Source: an optimization exercise on an open RTL-to-GDS flow (aim: small area, a short achievable clock period and few clock cycles per item). Production flows keep margins and buffers that such runs may drop. In this exercise RTL edits were held to simulation tests only and were not proved equivalent to the original. No activity file was given, so power comes from the tool's default toggle rates.

[flow/design.v]
package conv3x3_pkg;
  localparam int NTAPS = 9;
  function automatic int def_kernel(input int k);
    if (k == 4)
      def_kernel = 4;
    else if (k == 1 || k == 3 || k == 5 || k == 7)
      def_kernel = 2;
    else
      def_kernel = 1;
  endfunction
  function automatic int prod_w(input int data_w, input int coef_w);
    prod_w = data_w + coef_w + 1;
  endfunction
  function automatic int sum_w(input int data_w, input int coef_w);
    sum_w = data_w + coef_w + 1 + 4;
  endfunction
  typedef struct packed {
    logic        sat;
    logic [31:0] val;
  } clip_t;
  function automatic logic [32:0] clip_u(input logic signed [63:0] v, input int data_w);
    logic signed [63:0] maxv;
    logic               sat;
    logic [31:0]        val;
    maxv = (64'sd1 <<< data_w) - 64'sd1;
    sat  = 1'b0;
    val  = 32'(v);
    if (v < 64'sd0) begin
      sat = 1'b1;
      val = '0;
    end else if (v > maxv) begin
      sat = 1'b1;
      val = 32'(maxv);
    end
    clip_u = {sat, val};
  endfunction
endpackage
module conv3x3_coef_bank
#(
  parameter int COEF_W = 8
) (
  input  logic                    i_clk,
  input  logic                    i_rst,
  input  logic                    coef_we_i,
  input  logic [3:0]              coef_addr_i,
  input  logic [COEF_W-1:0]       coef_data_i,
  input  logic                    coef_commit_i,
  input  logic                    beat_acc_i,
  input  logic                    beat_last_i,
  output logic [conv3x3_pkg::NTAPS*COEF_W-1:0] active_o,
  output logic                    cfg_pending_o
);
  logic [conv3x3_pkg::NTAPS-1:0][COEF_W-1:0] shadow_q;
  logic [conv3x3_pkg::NTAPS-1:0][COEF_W-1:0] shadow_d;
  logic [conv3x3_pkg::NTAPS-1:0][COEF_W-1:0] active_q;
  logic [conv3x3_pkg::NTAPS-1:0][COEF_W-1:0] active_d;
  logic              in_frame_q, in_frame_d;
  logic              pending_q, pending_d;
  logic              pend_req;
  logic              apply;
  always_comb begin
    shadow_d = shadow_q;
    if (coef_we_i && (coef_addr_i <= 4'd8)) begin
      shadow_d[coef_addr_i] = coef_data_i;
    end
    pend_req = pending_q | coef_commit_i;
    apply    = pend_req & ((beat_acc_i & beat_last_i) | (~in_frame_q & ~beat_acc_i));
    active_d   = apply ? shadow_d : active_q;
    pending_d  = pend_req & ~apply;
    in_frame_d = beat_acc_i ? ~beat_last_i : in_frame_q;
  end
  always_ff @(posedge i_clk) begin
    if (i_rst) begin
      for (int k = 0; k < conv3x3_pkg::NTAPS; k++) begin
        shadow_q[k] <= COEF_W'(conv3x3_pkg::def_kernel(k));
        active_q[k] <= COEF_W'(conv3x3_pkg::def_kernel(k));
      end
      in_frame_q <= 1'b0;
      pending_q  <= 1'b0;
    end else begin
      shadow_q   <= shadow_d;
      active_q   <= active_d;
      in_frame_q <= in_frame_d;
      pending_q  <= pending_d;
    end
  end
  for (genvar k = 0; k < conv3x3_pkg::NTAPS; k++) begin : g_flat
    assign active_o[k*COEF_W +: COEF_W] = active_q[k];
  end
  assign cfg_pending_o = pending_q;
endmodule
module conv3x3_stream
#(
  parameter int DATA_W     = 8,
  parameter int COEF_W     = 8,
  parameter int NORM_SHIFT = 4
) (
  input  logic                  i_clk,
  input  logic                  i_rst,
  input  logic [9*DATA_W-1:0]   i_pixel_data,
  input  logic                  i_pixel_data_valid,
  input  logic                  i_pixel_data_last,
  output logic                  o_pixel_data_ready,
  output logic [DATA_W-1:0]     o_convolved_data,
  output logic                  o_convolved_data_valid,
  output logic                  o_convolved_data_last,
  output logic                  o_convolved_sat,
  input  logic                  i_out_ready,
  input  logic                  i_coef_we,
  input  logic [3:0]            i_coef_addr,
  input  logic [COEF_W-1:0]     i_coef_data,
  input  logic                  i_coef_commit,
  output logic                  o_cfg_pending
);
  localparam int PROD_W = conv3x3_pkg::prod_w(DATA_W, COEF_W);
  localparam int SUM_W  = conv3x3_pkg::sum_w(DATA_W, COEF_W);
  logic                      en;
  logic                      acc;
  logic [conv3x3_pkg::NTAPS*COEF_W-1:0]   coef_flat;
  logic [conv3x3_pkg::NTAPS-1:0][PROD_W-1:0] prod_d;
  logic [conv3x3_pkg::NTAPS-1:0][PROD_W-1:0] prod_q;
  logic                      v1_q, l1_q;
  logic signed [SUM_W-1:0]   sum_d, sum_q;
  logic                      v2_q, l2_q;
  logic signed [SUM_W-1:0]   rounded;
  logic signed [SUM_W-1:0]   norm;
  conv3x3_pkg::clip_t                     clip_r;
  logic [DATA_W-1:0]         data_q;
  logic                      valid_q, last_q, sat_q;
  assign en                 = ~valid_q | i_out_ready;
  assign acc                = i_pixel_data_valid & en;
  assign o_pixel_data_ready = en;
  conv3x3_coef_bank #(
    .COEF_W (COEF_W)
  ) u_coef_bank (
    .i_clk         (i_clk),
    .i_rst         (i_rst),
    .coef_we_i     (i_coef_we),
    .coef_addr_i   (i_coef_addr),
    .coef_data_i   (i_coef_data),
    .coef_commit_i (i_coef_commit),
    .beat_acc_i    (acc),
    .beat_last_i   (i_pixel_data_last),
    .active_o      (coef_flat),
    .cfg_pending_o (o_cfg_pending)
  );
  always_comb begin
    for (int k = 0; k < conv3x3_pkg::NTAPS; k++) begin
      prod_d[k] = PROD_W'($signed({1'b0, i_pixel_data[k*DATA_W +: DATA_W]}))
                * PROD_W'($signed(coef_flat[k*COEF_W +: COEF_W]));
    end
  end
  always_comb begin
    sum_d = '0;
    for (int k = 0; k < conv3x3_pkg::NTAPS; k++) begin
      sum_d = sum_d + SUM_W'($signed(prod_q[k]));
    end
  end
  always_comb begin
    rounded = sum_q;
    norm   = rounded >>> NORM_SHIFT;
    clip_r = conv3x3_pkg::clip_u(64'(norm), DATA_W);
  end
  if (DATA_W < 32) begin : g_clip_hi
    logic unused_clip_hi;
    assign unused_clip_hi = ^clip_r.val[31:DATA_W];
  end
  always_ff @(posedge i_clk) begin
    if (i_rst) begin
      for (int k = 0; k < conv3x3_pkg::NTAPS; k++) begin
        prod_q[k] <= '0;
      end
      v1_q    <= 1'b0;
      l1_q    <= 1'b0;
      sum_q   <= '0;
      v2_q    <= 1'b0;
      l2_q    <= 1'b0;
      data_q  <= '0;
      valid_q <= 1'b0;
      last_q  <= 1'b0;
      sat_q   <= 1'b0;
    end else if (en) begin
      prod_q  <= prod_d;
      v1_q    <= acc;
      l1_q    <= acc & i_pixel_data_last;
      sum_q   <= sum_d;
      v2_q    <= v1_q;
      l2_q    <= l1_q;
      data_q  <= clip_r.val[DATA_W-1:0];
      valid_q <= v2_q;
      last_q  <= l2_q;
      sat_q   <= v2_q & clip_r.sat;
    end
  end
  assign o_convolved_data       = data_q;
  assign o_convolved_data_valid = valid_q;
  assign o_convolved_data_last  = last_q;
  assign o_convolved_sat        = sat_q;
endmodule
[flow/constraint.sdc]
create_clock -name core_clock -period 5.0 [get_ports {i_clk}]
set_input_delay 1.0000 -clock core_clock [delete_from_list [all_inputs] [get_ports {i_clk}]]
set_output_delay 1.0000 -clock core_clock [all_outputs]
set_load 0.01 [all_outputs]
[flow/run.sh]
#!/bin/bash
# synth_recipe.tcl (not shown) runs the flow's synth.tcl, then flattens the netlist and writes it again
# the make line also repeats each setting of config.mk as NAME=value (left out here)
make -C /OpenROAD-flow-scripts/flow DESIGN_CONFIG=/design/flow/config.mk WORK_HOME=/design/flow/orfs CLKGATE_MAP_FILE= SYNTH_SCRIPT=/design/flow/synth_recipe.tcl finish
[flow/config.mk]
export PLATFORM = sky130hd
export DESIGN_NAME = conv3x3_stream
export DESIGN_NICKNAME = conv3x3_stream
export VERILOG_FILES = /design/flow/design.v
export SDC_FILE = /design/flow/constraint.sdc
export NUM_CORES = 4
export LEC_CHECK = 0
export CAP_MARGIN = 20
export CORE_MARGIN = 2
export CORE_UTILIZATION = 40
export SLEW_MARGIN = 20
==> flow_summary.ini <==
[run_status]
status = no timing/DRC/antenna violations

[grt]
grt_pass1_vias = 27500
grt_use_total_pct = 20.6
grt_pass1_wl_mm = 147
grt_antenna_before_repair = 3
grt_max_degree = 118
overflow = 0

[worst_setup_path]
cpPeakStageDelay_ps = 540
start_kind = primary input
critPathMaxFanout = 3
cp_cell_sequence = dlygate4sd2_1, and2_4, fa_1, inv_1, fa_1, inv_1, fa_1, inv_1, fa_1, inv_1, ha_2, or3_4, o311a_4, o31ai_4, nand2b_1, nor4_2, a2111oi_2
cp-end-kind = flip-flop
crit_family = adder cells
required_ps = 5420
cp_data_arrival_time_ps = 5290
crit_slowest_cell = fa_1
critPathKind = in2reg
path_buf_inv = 5

[route]
drtPass1Iterations = 5
vias = 27000
drt_iter0_markers = 1364
wl_per_cell_um = 16.3
ant_nets = 0
viasPerCell = 4.88
wl_mm = 90.2
drc = 0

[final_layout]
drive_above_1_share_pct = 11.1
layout_commonest_cell = inv_1
fin_cells = 5537
utilization_pct = 47.4
area_delta_synth_final_pct = 18.1
final_cell_mix = inv_1, nand2_1, fa_1
fin_nets = 5305

[timing]
worstMarginPinSlew_ps = 1110
final.setup_skew_ps = 21.0
fmax_ghz = 0.205
maxSlewViolCount = 0
hold_viol_final = 0
setup_viol = 0
fin_crit_ps = 4870
hold_slack_ps = 449
period_share_pct = 97.4
max_slew_margin_pct = 25.5
rsz0062_at_grt = true

[synth]
yosys_warnings = 2
synth_edf_count = 0
synth_area_leaders = fa_1, dfxtp_1, ha_1
synth_area_mm2 = 0.0347
ys_seq_elements = 331
ys_async_sr_fraction_pct = 0
synth_top_cell_by_area = fa_1
syn_area_per_cell_um2 = 8.65
synth_flop_cell = dfxtp_1
syn_inst = 4013
seq_area_frac_synth_pct = 19.1
ys_types = 66
synth_top_area_share_pct = 26.2
syn_nets = 4965

[die]
initial_utilization_pct = 40.2
dieArea_mm2 = 0.0891
die_x_um = 299
core_mm2 = 0.0863
die_h_um = 299
ios = 104
row_count = 108

[clocking]
cts_buffers = 39
clkLatencyLatePin_ps = 570
ctsLongestPathBuffers = 3
clk_pin_slew_worst_paths_ps = 60
h-tree-depth = 2
cts_tree = yes
clockRootBuffer = clkbuf_16
clock-sinks = 331

[place]
dpl.hpwl_mm = 72.6
portBuffers = 103
gp_congestion = 0.860
place_inst = 5461

[pwr]
ir_drop_mv = 1.18
p_leak_nw = 20.7
powerDensity_mw_per_mm2 = 510

[flow_run]
max_cap_violations = 0

[min_path]
hold_class = reg2reg
per-stage QoR:
step	setup TNS (ps)	setup WS (ps)	total power [mW]	instance area [um^2]
CTS	0	1.21	20.9	40600
global placement	-33170	-746	17.6	39200
finish	0	128	20.9	41000
global route	0	1.25	23.1	41000
floorplan	-16.9	-16.9	14.0	34700
detailed placement	-35020	-769	17.8	39200
sequential cells by signal, summed over array words and instances (netlist names):
register                count
u_coef_bank.pending_q       1
v1_q                        1
data_q                      8
sat_q                       1
u_coef_bank.in_frame_q      1
u_coef_bank.active_q       72
u_coef_bank.shadow_q       72
l1_q                        1
v2_q                        1
last_q                      1
valid_q                     1
prod_q                    153
l2_q                        1
sum_q                      17
Yosys cell counts, drive strengths merged, types with 2 or more instances:
| cell type | instances |
|---|---|
| inv | 730 |
| nand2 | 489 |
| fa | 454 |
| ha | 407 |
| dfxtp | 331 |
| nor2 | 296 |
| and2 | 288 |
| a21oi | 197 |
| clkbuf | 135 |
| o21ai | 107 |
| a211oi | 95 |
| nand2b | 56 |
| mux2i | 52 |
| xnor2 | 50 |
| xor2 | 34 |
| nor3 | 32 |
| nand3 | 28 |
| o21a | 27 |
| a22oi | 24 |
| or3 | 22 |
| o211ai | 21 |
| a31oi | 14 |
| a21o | 13 |
| nor2b | 10 |
| buf | 8 |
| nor4 | 8 |
| o31ai | 7 |
| o41ai | 7 |
| a21boi | 6 |
| nand4 | 6 |
| a311oi | 5 |
| and3 | 5 |
| or4 | 5 |
| o21bai | 4 |
| or2 | 4 |
| nand4b | 3 |
| o2111a | 3 |
| o2bb2ai | 3 |
| o311ai | 3 |
| a2111oi | 2 |
| a31o | 2 |
| o221a | 2 |
| o221ai | 2 |
| o31a | 2 |
| o41a | 2 |
routing by layer:
layer / up-vias / GRT usage (%) / part of all wire [%]
li1: 13400 / - / -
met4: 2 / 6.58 / 3.6
met5: - / 0 / 0.014
met1: 13100 / 27.4 / 45
met3: 111 / 2.28 / 3.4
met2: 414 / 35.2 / 48
worst min-delay path: cells and delay by family, from the launching register on:
kind / cells / cell delay, ps
AOI/OAI and AO/OA: 1 / 50
DFF: 1 / 310
and+or+nand+nor: 1 / 50
what timing repair did:
item / in CTS / in global routing
pin swaps: 14 / 40
buffers inserted: 3 / 3
hold buffers: 0 / 0
endpoints found under the setup margin: 25 / 42
resized for setup: 51 / 107
worst paths after layout:
| check | end | start | cells after the start | slack [ps] |
|---|---|---|---|---|
| setup / recovery | prod_q[152]$_SDFFE_PP0N_ | i_pixel_data[70] | 17 | 130 |
| hold / removal | last_q$_SDFFE_PP0N_ | last_q$_SDFFE_PP0N_ | 2 | 450 |
| setup reg to reg | sum_q[20]$_SDFFE_PP0N_ | prod_q[90]$_SDFFE_PP0N_ | 14 | 240 |
| hold reg to reg | last_q$_SDFFE_PP0N_ | last_q$_SDFFE_PP0N_ | 2 | 450 |
power by group:
| group | leakage (nW) | total, mW | switching (mW) | internal, mW |
|---|---|---|---|---|
| sequential | 2.72 | 3.54 | 0.417 | 3.13 |
| clock | 0.626 | 2.96 | 1.25 | 1.71 |
| combinational | 17.4 | 14.4 | 7.96 | 6.45 |
| total | 20.7 | 20.9 | 9.63 | 11.3 |
cell type report:
cell class	instances	area, um^2
Inverter	730	2750
Clock inverter	20	220
Timing Repair Buffer	442	3660
Fill cell	8454	45400
Clock buffer	49	1080
Antenna cell	1	2.50
Sequential cell	331	6630
Multi-Input combinational cell	2809	25200
Tap cell	1155	1450
cell families (layout without fill, tap and decap cells):
logic type / Yosys count / in the layout / synth area share (%)
other: 0 / 1 / 0
AOI/OAI and AO/OA: 555 / 555 / 10.0
and+or+nand+nor: 1257 / 1257 / 16.9
adders and majority gates: 861 / 861 / 40.9
xor gates and xnor gates: 84 / 84 / 2.12
muxes: 52 / 52 / 1.50
buffers and inverters: 873 / 1241 / 9.47
DFF: 331 / 331 / 19.1
Testbench counts, summed over its fixed seeds: cycles 4,120, items 4,096.

[static timing again, ports no longer ideal]
No port has a modelled driver above. Below, the same layout with a new extraction and two added sets of constraints. Step 1: set_driving_cell puts a clkbuf_16 on i_clk and a buf_2 on each other input, an assumption about the parent block. Step 2 also shifts input and output timing later by t, the mid clock arrival at the registers, as if the neighbouring blocks saw the same clock. Slacks: ideal / step 1 / step 2; pairs: ideal / step 1.
t, ns: 0.625
slack for setup (ns): 0.128 / 0.173 / -0.453
worst setup path at the end: input to register
slew at the worst register clock pin (ns): 0.07 / 0.07
pins driven straight from the clock port: 1
With both steps, setup timing fails in this run, where it was met with ideal ports. For this run, drivers alone change the setup slack by +0.045 ns; drivers and shift together by -0.581 ns.
